This design comes from an exercise in tuning for small area and a short achievable clock period on the open sky130 flow, not from production work.
Only simulation tests tie the RTL to the original design; equivalence was not proved.
Power is estimated from default activity; no workload was simulated.

==> flow/design.v <==
package px_deser_pkg;
   localparam int LANE_BITS      = 8;     
   localparam int PX_BITS        = 7;     
   localparam int FIFO_AW        = 5;     
   localparam int SEQ_BITS       = 3;     
   localparam int NUM_DATA_LANES = 4;     
   typedef logic [LANE_BITS-1:0] lane_word_t;
   typedef logic [PX_BITS-1:0]   pixel_t;
   typedef logic [FIFO_AW-1:0]   fifo_addr_t;
   typedef logic [SEQ_BITS-1:0]  gear_seq_t;
   typedef struct packed {
      logic                                 word_valid;    
      lane_word_t                           clk_word;      
      lane_word_t [NUM_DATA_LANES-1:0]      data_words;    
   } rx_words_s;
   typedef struct packed {
      pixel_t                               clk_px;        
      pixel_t [NUM_DATA_LANES-1:0]          data_px;       
   } px_out_s;
endpackage
module lane_fifo (
   input  logic        px_clk,
   input  logic [31:0] wr_sel,      
   input  logic [39:0] wr_word,
   input  logic [31:0] rd_next,     
   input  logic        rd_coll,     
   output logic [39:0] rd_word      
);
   logic [39:0] wr_word_q;          
   logic [39:0] mem [32];           
   logic [39:0] rd_mux;
   always_ff @(posedge px_clk) begin
      wr_word_q <= wr_word;
   end
   for (genvar e = 0; e < 32; e++) begin : g_ent
      always_ff @(posedge px_clk) begin
         if (wr_sel[e]) begin
            mem[e] <= wr_word_q;
         end
      end
   end
   always_comb begin
      rd_mux = '0;
      for (int e = 0; e < 32; e++) begin
         rd_mux = rd_mux | (mem[e] & {40{rd_next[e]}});
      end
   end
   always_ff @(posedge px_clk) begin
      rd_word <= rd_coll ? wr_word_q : rd_mux;
   end
endmodule
module gearbox_sequencer #(
   parameter int WR_START = 16              
) (
   input  logic        px_clk,
   input  logic        px_rst_n,
   input  logic        rst_next_n,          
   input  logic        word_valid,
   input  logic        rd_enable,
   output logic [31:0] wr_sel,              
   output logic [31:0] rd_next,             
   output logic        rd_coll,             
   output logic [7:0]  seq_oh,              
   output logic [2:0]  rd_seq
);
   logic       seq6_next;                   
   logic       rd_step;                     
   logic [4:0] rd_next_bin;                 
   logic [4:0] rd_next_bin_d;
   logic [4:0] wr_addr_d;
   logic       wr_en;
   logic [4:0] wr_addr;
   assign wr_addr_d = wr_addr + 5'(wr_en);
   always_ff @(posedge px_clk or negedge px_rst_n) begin
      if (!px_rst_n) begin
         wr_en   <= 1'b0;
         wr_addr <= 5'(WR_START);
      end else begin
         wr_en   <= word_valid;
         wr_addr <= wr_addr_d;
      end
   end
   always_ff @(posedge px_clk or negedge px_rst_n) begin
      if (!px_rst_n) begin
         wr_sel <= '0;
      end else begin
         for (int e = 0; e < 32; e++) begin
            wr_sel[e] <= word_valid && (wr_addr_d == 5'(e));
         end
      end
   end
   always_ff @(posedge px_clk or negedge px_rst_n) begin
      if (!px_rst_n) begin
         rd_seq <= '0;
         seq_oh <= 8'd1;
      end else if (rd_enable) begin
         rd_seq <= rd_seq + 3'd1;
         seq_oh <= {seq_oh[6:0], seq_oh[7]};
      end
   end
   assign seq6_next = rd_enable ? seq_oh[5] : seq_oh[6];
   assign rd_step   = !seq6_next;
   assign rd_next_bin_d = !rst_next_n ? 5'd0 :
                          !px_rst_n   ? 5'd1 :
                                        rd_next_bin + 5'(rd_step);
   always_ff @(posedge px_clk) begin
      if (!rst_next_n) begin
         rd_next <= 32'd1;
      end else if (!px_rst_n) begin
         rd_next <= 32'd2;
      end else if (rd_step) begin
         rd_next <= {rd_next[30:0], rd_next[31]};
      end
      rd_next_bin <= rd_next_bin_d;
   end
   logic same_ptr, wr_one_ahead, rd_one_ahead, ptr_match;
   assign same_ptr     = (wr_addr == rd_next_bin);
   assign wr_one_ahead = (wr_addr == rd_next_bin + 5'd1);
   assign rd_one_ahead = (wr_addr + 5'd1 == rd_next_bin);
   assign ptr_match    = (wr_en == rd_step) ? same_ptr :
                         wr_en              ? rd_one_ahead : wr_one_ahead;
   always_ff @(posedge px_clk or negedge px_rst_n) begin
      if (!px_rst_n) begin
         rd_coll <= 1'b0;
      end else begin
         rd_coll <= word_valid && ptr_match;
      end
   end
endmodule
module gearbox_8to7 (
   input  logic        px_clk,
   input  logic        px_rst_n,
   input  logic [7:0]  rd_word,     
   input  logic [7:0]  seq_oh,      
   output logic [6:0]  px
);
   logic [7:1] rd_last;             
   logic [6:0] px_d;
   always_ff @(posedge px_clk) begin
      rd_last <= rd_word[7:1];
   end
   always_comb begin
      px_d = '0;
      for (int n = 0; n < 8; n++) begin
         for (int i = 0; i < 7; i++) begin
            if (i < n) px_d[i] = px_d[i] | (seq_oh[n] & rd_last[8-n+i]);
            else       px_d[i] = px_d[i] | (seq_oh[n] & rd_word[i-n]);
         end
      end
   end
   always_ff @(posedge px_clk or negedge px_rst_n) begin
      if (!px_rst_n) px <= '0;
      else           px <= px_d;
   end
endmodule
module px_align_ctrl #(
   parameter px_deser_pkg::pixel_t CLK_PATTERN = 7'b1100011,   
   parameter int                   GOOD_COUNT  = 8             
) (
   input  logic                 px_clk,
   input  logic                 locked_and_idlyrdy,    
   input  logic                 rx_ready,              
   input  px_deser_pkg::pixel_t clk_px,
   output logic                 px_rst_n,
   output logic                 rst_next_n,            
   output logic                 rd_enable,
   output logic                 px_ready
);
   localparam int GOOD_W = $clog2(GOOD_COUNT + 1);
   localparam int SYNC_STAGES = 4;
   localparam logic [2:0] WAIT_LAST = 3'd5;             
   typedef enum logic [1:0] {
      ST_CHECK,
      ST_SLIP_WAIT,
      ST_DONE
   } align_state_e;
   logic [SYNC_STAGES-1:0] rst_sync;
   logic [SYNC_STAGES-1:0] rdy_sync;
   logic                   rx_ready_px;                
   align_state_e           state;
   logic [2:0]             wait_cnt;
   logic [GOOD_W-1:0]      good_cnt;
   always_ff @(posedge px_clk or negedge locked_and_idlyrdy) begin
      if (!locked_and_idlyrdy) begin
         rst_sync <= '0;
      end else begin
         rst_sync <= {rst_sync[SYNC_STAGES-2:0], 1'b1};
      end
   end
   assign px_rst_n   = rst_sync[SYNC_STAGES-1];
   assign rst_next_n = rst_sync[SYNC_STAGES-2];
   always_ff @(posedge px_clk or negedge rx_ready) begin
      if (!rx_ready) begin
         rdy_sync <= '0;
      end else begin
         rdy_sync <= {rdy_sync[SYNC_STAGES-2:0], 1'b1};
      end
   end
   assign rx_ready_px = rdy_sync[SYNC_STAGES-1];
   always_ff @(posedge px_clk or negedge px_rst_n) begin
      if (!px_rst_n) begin
         state     <= ST_SLIP_WAIT;
         wait_cnt  <= '0;
         good_cnt  <= '0;
         rd_enable <= 1'b0;
      end else if (rx_ready_px) begin                
         case (state)
            ST_CHECK: begin
               if (clk_px == CLK_PATTERN) begin
                  rd_enable <= 1'b1;
                  if (good_cnt == GOOD_W'(GOOD_COUNT - 1)) begin
                     state <= ST_DONE;                  
                  end else begin
                     good_cnt <= good_cnt + GOOD_W'(1);
                  end
               end else begin
                  rd_enable <= 1'b0;                   
                  good_cnt  <= '0;
                  wait_cnt  <= '0;
                  state     <= ST_SLIP_WAIT;
               end
            end
            ST_SLIP_WAIT: begin
               rd_enable <= 1'b1;
               if (wait_cnt == WAIT_LAST) begin
                  state <= ST_CHECK;
               end else begin
                  wait_cnt <= wait_cnt + 3'd1;
               end
            end
            default: begin
               rd_enable <= 1'b1;                      
            end
         endcase
      end
   end
   always_ff @(posedge px_clk or negedge px_rst_n) begin
      if (!px_rst_n) begin
         px_ready <= 1'b0;
      end else begin
         px_ready <= (state == ST_DONE);
      end
   end
endmodule
module px_deser_top #(
   parameter px_deser_pkg::pixel_t CLK_PATTERN = 7'b1100011,
   parameter int                   WR_START    = 16,
   parameter int                   GOOD_COUNT  = 8
) (
   input  logic                    px_clk,
   input  logic                    locked_and_idlyrdy,    
   input  logic                    rx_ready,              
   input  logic [40:0]             rx_words,              
   output logic [34:0]             px_out,                
   output logic [2:0]              px_rd_seq,
   output logic                    px_ready
);
   localparam int NUM_LANES = px_deser_pkg::NUM_DATA_LANES + 1;
   localparam int DEPTH     = 2 ** px_deser_pkg::FIFO_AW;
   localparam int LW        = px_deser_pkg::LANE_BITS;
   localparam int WW        = NUM_LANES * LW;                 
   logic                px_rst_n;
   logic                rd_enable;
   logic [DEPTH-1:0]    wr_sel;         
   logic [DEPTH-1:0]    rd_next;        
   logic                rd_coll;
   logic                rst_next_n;
   logic [7:0]          seq_oh;         
   logic [WW-1:0]       wr_word_q;
   logic [WW-1:0]       mem [DEPTH];
   logic [WW-1:0]       rd_word;
   logic [NUM_LANES*7-1:0] rd_last;     
   logic [6:0]          lane_px [NUM_LANES];
   logic [6:0]          clk_px;
   px_align_ctrl #(
      .CLK_PATTERN        (CLK_PATTERN),
      .GOOD_COUNT         (GOOD_COUNT)
   ) i_align_ctrl (
      .px_clk             (px_clk),
      .locked_and_idlyrdy (locked_and_idlyrdy),
      .rx_ready           (rx_ready),
      .clk_px             (clk_px),
      .px_rst_n           (px_rst_n),
      .rst_next_n         (rst_next_n),
      .rd_enable          (rd_enable),
      .px_ready           (px_ready)
   );
   gearbox_sequencer #(
      .WR_START           (WR_START)
   ) i_sequencer (
      .px_clk             (px_clk),
      .px_rst_n           (px_rst_n),
      .rst_next_n         (rst_next_n),
      .word_valid         (rx_words[40]),
      .rd_enable          (rd_enable),
      .wr_sel             (wr_sel),
      .rd_next            (rd_next),
      .rd_coll            (rd_coll),
      .seq_oh             (seq_oh),
      .rd_seq             (px_rd_seq)
   );
   lane_fifo i_fifo (
      .px_clk   (px_clk),
      .wr_sel   (wr_sel),
      .wr_word  ({rx_words[39:32], rx_words[31:0]}),
      .rd_next  (rd_next),
      .rd_coll  (rd_coll),
      .rd_word  (rd_word)
   );
   for (genvar g = 0; g < NUM_LANES; g++) begin : g_lane
      localparam int WB = (g == 0) ? 32 : 8 * (g - 1);
      gearbox_8to7 i_gearbox (
         .px_clk   (px_clk),
         .px_rst_n (px_rst_n),
         .rd_word  (rd_word[WB +: 8]),
         .seq_oh   (seq_oh),
         .px       (lane_px[g])
      );
   end
   assign clk_px = lane_px[0];
   assign px_out = {lane_px[0], lane_px[4], lane_px[3], lane_px[2], lane_px[1]};
endmodule
==> flow/config.mk <==
export PLATFORM = sky130hd
export DESIGN_NAME = px_deser_top
export DESIGN_NICKNAME = px_deser_top
export VERILOG_FILES = /design/flow/design.v
export SDC_FILE = /design/flow/constraint.sdc
export NUM_CORES = 4
export LEC_CHECK = 0
export ABC_CLOCK_PERIOD_IN_PS = 1500
export CAP_MARGIN = 5
export CORE_MARGIN = 2
export CORE_UTILIZATION = 60
export CTS_CLUSTER_DIAMETER = 100
export CTS_CLUSTER_SIZE = 25
export PLACE_DENSITY = 0.75
export SETUP_SLACK_MARGIN = 2.0
export SLEW_MARGIN = 5
==> flow/constraint.sdc <==
create_clock -name core_clock -period 4.0 [get_ports {px_clk}]
set_input_delay 0.8000 -clock core_clock [delete_from_list [all_inputs] [get_ports {px_clk}]]
set_output_delay 0.8000 -clock core_clock [all_outputs]
set_load 0.01 [all_outputs]
standard.sh (not shown) runs the stock make flow with config.mk's settings and CLKGATE_MAP_FILE= SYNTH_SCRIPT=/design/flow/synth_recipe.tcl, a recipe that flattens the netlist after the stock synthesis.
==> flow/flow/run.sh <==
#!/bin/bash
# The standard layout (the standard.sh, unchanged synthesis), with two
# changes passed to the ORFS make targets:
#  - clock tree synthesis without dummy loads (same clustering as config.mk)
#  - port buffers of the smallest buffer cell; timing repair resizes them
# The whole make output goes to standard.log; ORFS keeps each step's log
# under orfs/logs/.
set -euo pipefail
bash standard.sh \
  "CTS_ARGS=-sink_clustering_enable -repair_clock_nets -sink_clustering_size 25 -sink_clustering_max_diameter 100 -dont_use_dummy_load" \
  "BUFFER_PORTS_ARGS=-buffer_cell sky130_fd_sc_hd__buf_1" \
  finish > standard.log 2>&1
Edit:
--- a/flow/design.v
+++ b/flow/design.v
@@ -23,6 +23,7 @@
    input  logic [31:0] wr_sel,      
    input  logic [39:0] wr_word,
    input  logic [31:0] rd_next,     
+   input  logic [31:0] rd_next_b,   
    input  logic        rd_coll,     
    output logic [39:0] rd_word      
 );
@@ -42,7 +43,7 @@
    always_comb begin
       rd_mux = '0;
       for (int e = 0; e < 32; e++) begin
-         rd_mux = rd_mux | (mem[e] & {40{rd_next[e]}});
+         rd_mux = rd_mux | (mem[e] & {{20{rd_next_b[e]}}, {20{rd_next[e]}}});
       end
    end
    always_ff @(posedge px_clk) begin
@@ -59,6 +60,7 @@
    input  logic        rd_enable,
    output logic [31:0] wr_sel,              
    output logic [31:0] rd_next,             
+   output logic [31:0] rd_next_b,           
    output logic        rd_coll,             
    output logic [7:0]  seq_oh,              
    output logic [2:0]  rd_seq
@@ -105,11 +107,14 @@
                                         rd_next_bin + 5'(rd_step);
    always_ff @(posedge px_clk) begin
       if (!rst_next_n) begin
-         rd_next <= 32'd1;
+         rd_next   <= 32'd1;
+         rd_next_b <= 32'd1;
       end else if (!px_rst_n) begin
-         rd_next <= 32'd2;
+         rd_next   <= 32'd2;
+         rd_next_b <= 32'd2;
       end else if (rd_step) begin
-         rd_next <= {rd_next[30:0], rd_next[31]};
+         rd_next   <= {rd_next[30:0], rd_next[31]};
+         rd_next_b <= {rd_next_b[30:0], rd_next_b[31]};
       end
       rd_next_bin <= rd_next_bin_d;
    end
@@ -263,6 +268,7 @@
    logic                rd_enable;
    logic [DEPTH-1:0]    wr_sel;         
    logic [DEPTH-1:0]    rd_next;        
+   logic [DEPTH-1:0]    rd_next_b;      
    logic                rd_coll;
    logic                rst_next_n;
    logic [7:0]          seq_oh;         
@@ -295,6 +301,7 @@
       .rd_enable          (rd_enable),
       .wr_sel             (wr_sel),
       .rd_next            (rd_next),
+      .rd_next_b          (rd_next_b),
       .rd_coll            (rd_coll),
       .seq_oh             (seq_oh),
       .rd_seq             (px_rd_seq)
@@ -304,6 +311,7 @@
       .wr_sel   (wr_sel),
       .wr_word  ({rx_words[39:32], rx_words[31:0]}),
       .rd_next  (rd_next),
+      .rd_next_b(rd_next_b),
       .rd_coll  (rd_coll),
       .rd_word  (rd_word)
    );
=> Non-clock buffer count is lower by 9; setup slack gets worse by 0.0042 ns; power is higher by 1.8%; cell count is higher by 3.0%; routed wire length stays flat; sequential share of layout area stays flat; first-iteration DRC count is higher by 0.33%; final area is higher by 1.5%; register-to-register slack is about the same.

==> port drivers added, routing unchanged <==
The flow's constraints put no driver on any port. The routed layouts listed below were extracted and timed again, unchanged, in two steps.
Step 1: set_driving_cell puts a clkbuf_16 on px_clk and a buf_2 on each other input, an assumption about the parent block.
Step 2 times the ports against the registers' clock, not the clock port: input delays grow and output delays shrink by t, the midpoint of the rising clock arrivals with the driver on.
Slacks: ideal ports / drivers / drivers and shift; pairs: ideal ports / drivers.
run | shift t [ns] | setup WS [ns] | cell pins on the clock port's net
the first run | 0.714 | 1.950 / 1.942 / 1.822 | 1
the second run | 0.718 | 1.945 / 1.904 / 1.945 | 1
After both steps setup and hold are still met in every run listed. For the first run, which loses most, drivers alone change the setup slack by -0.008 ns; drivers and shift together by -0.128 ns.
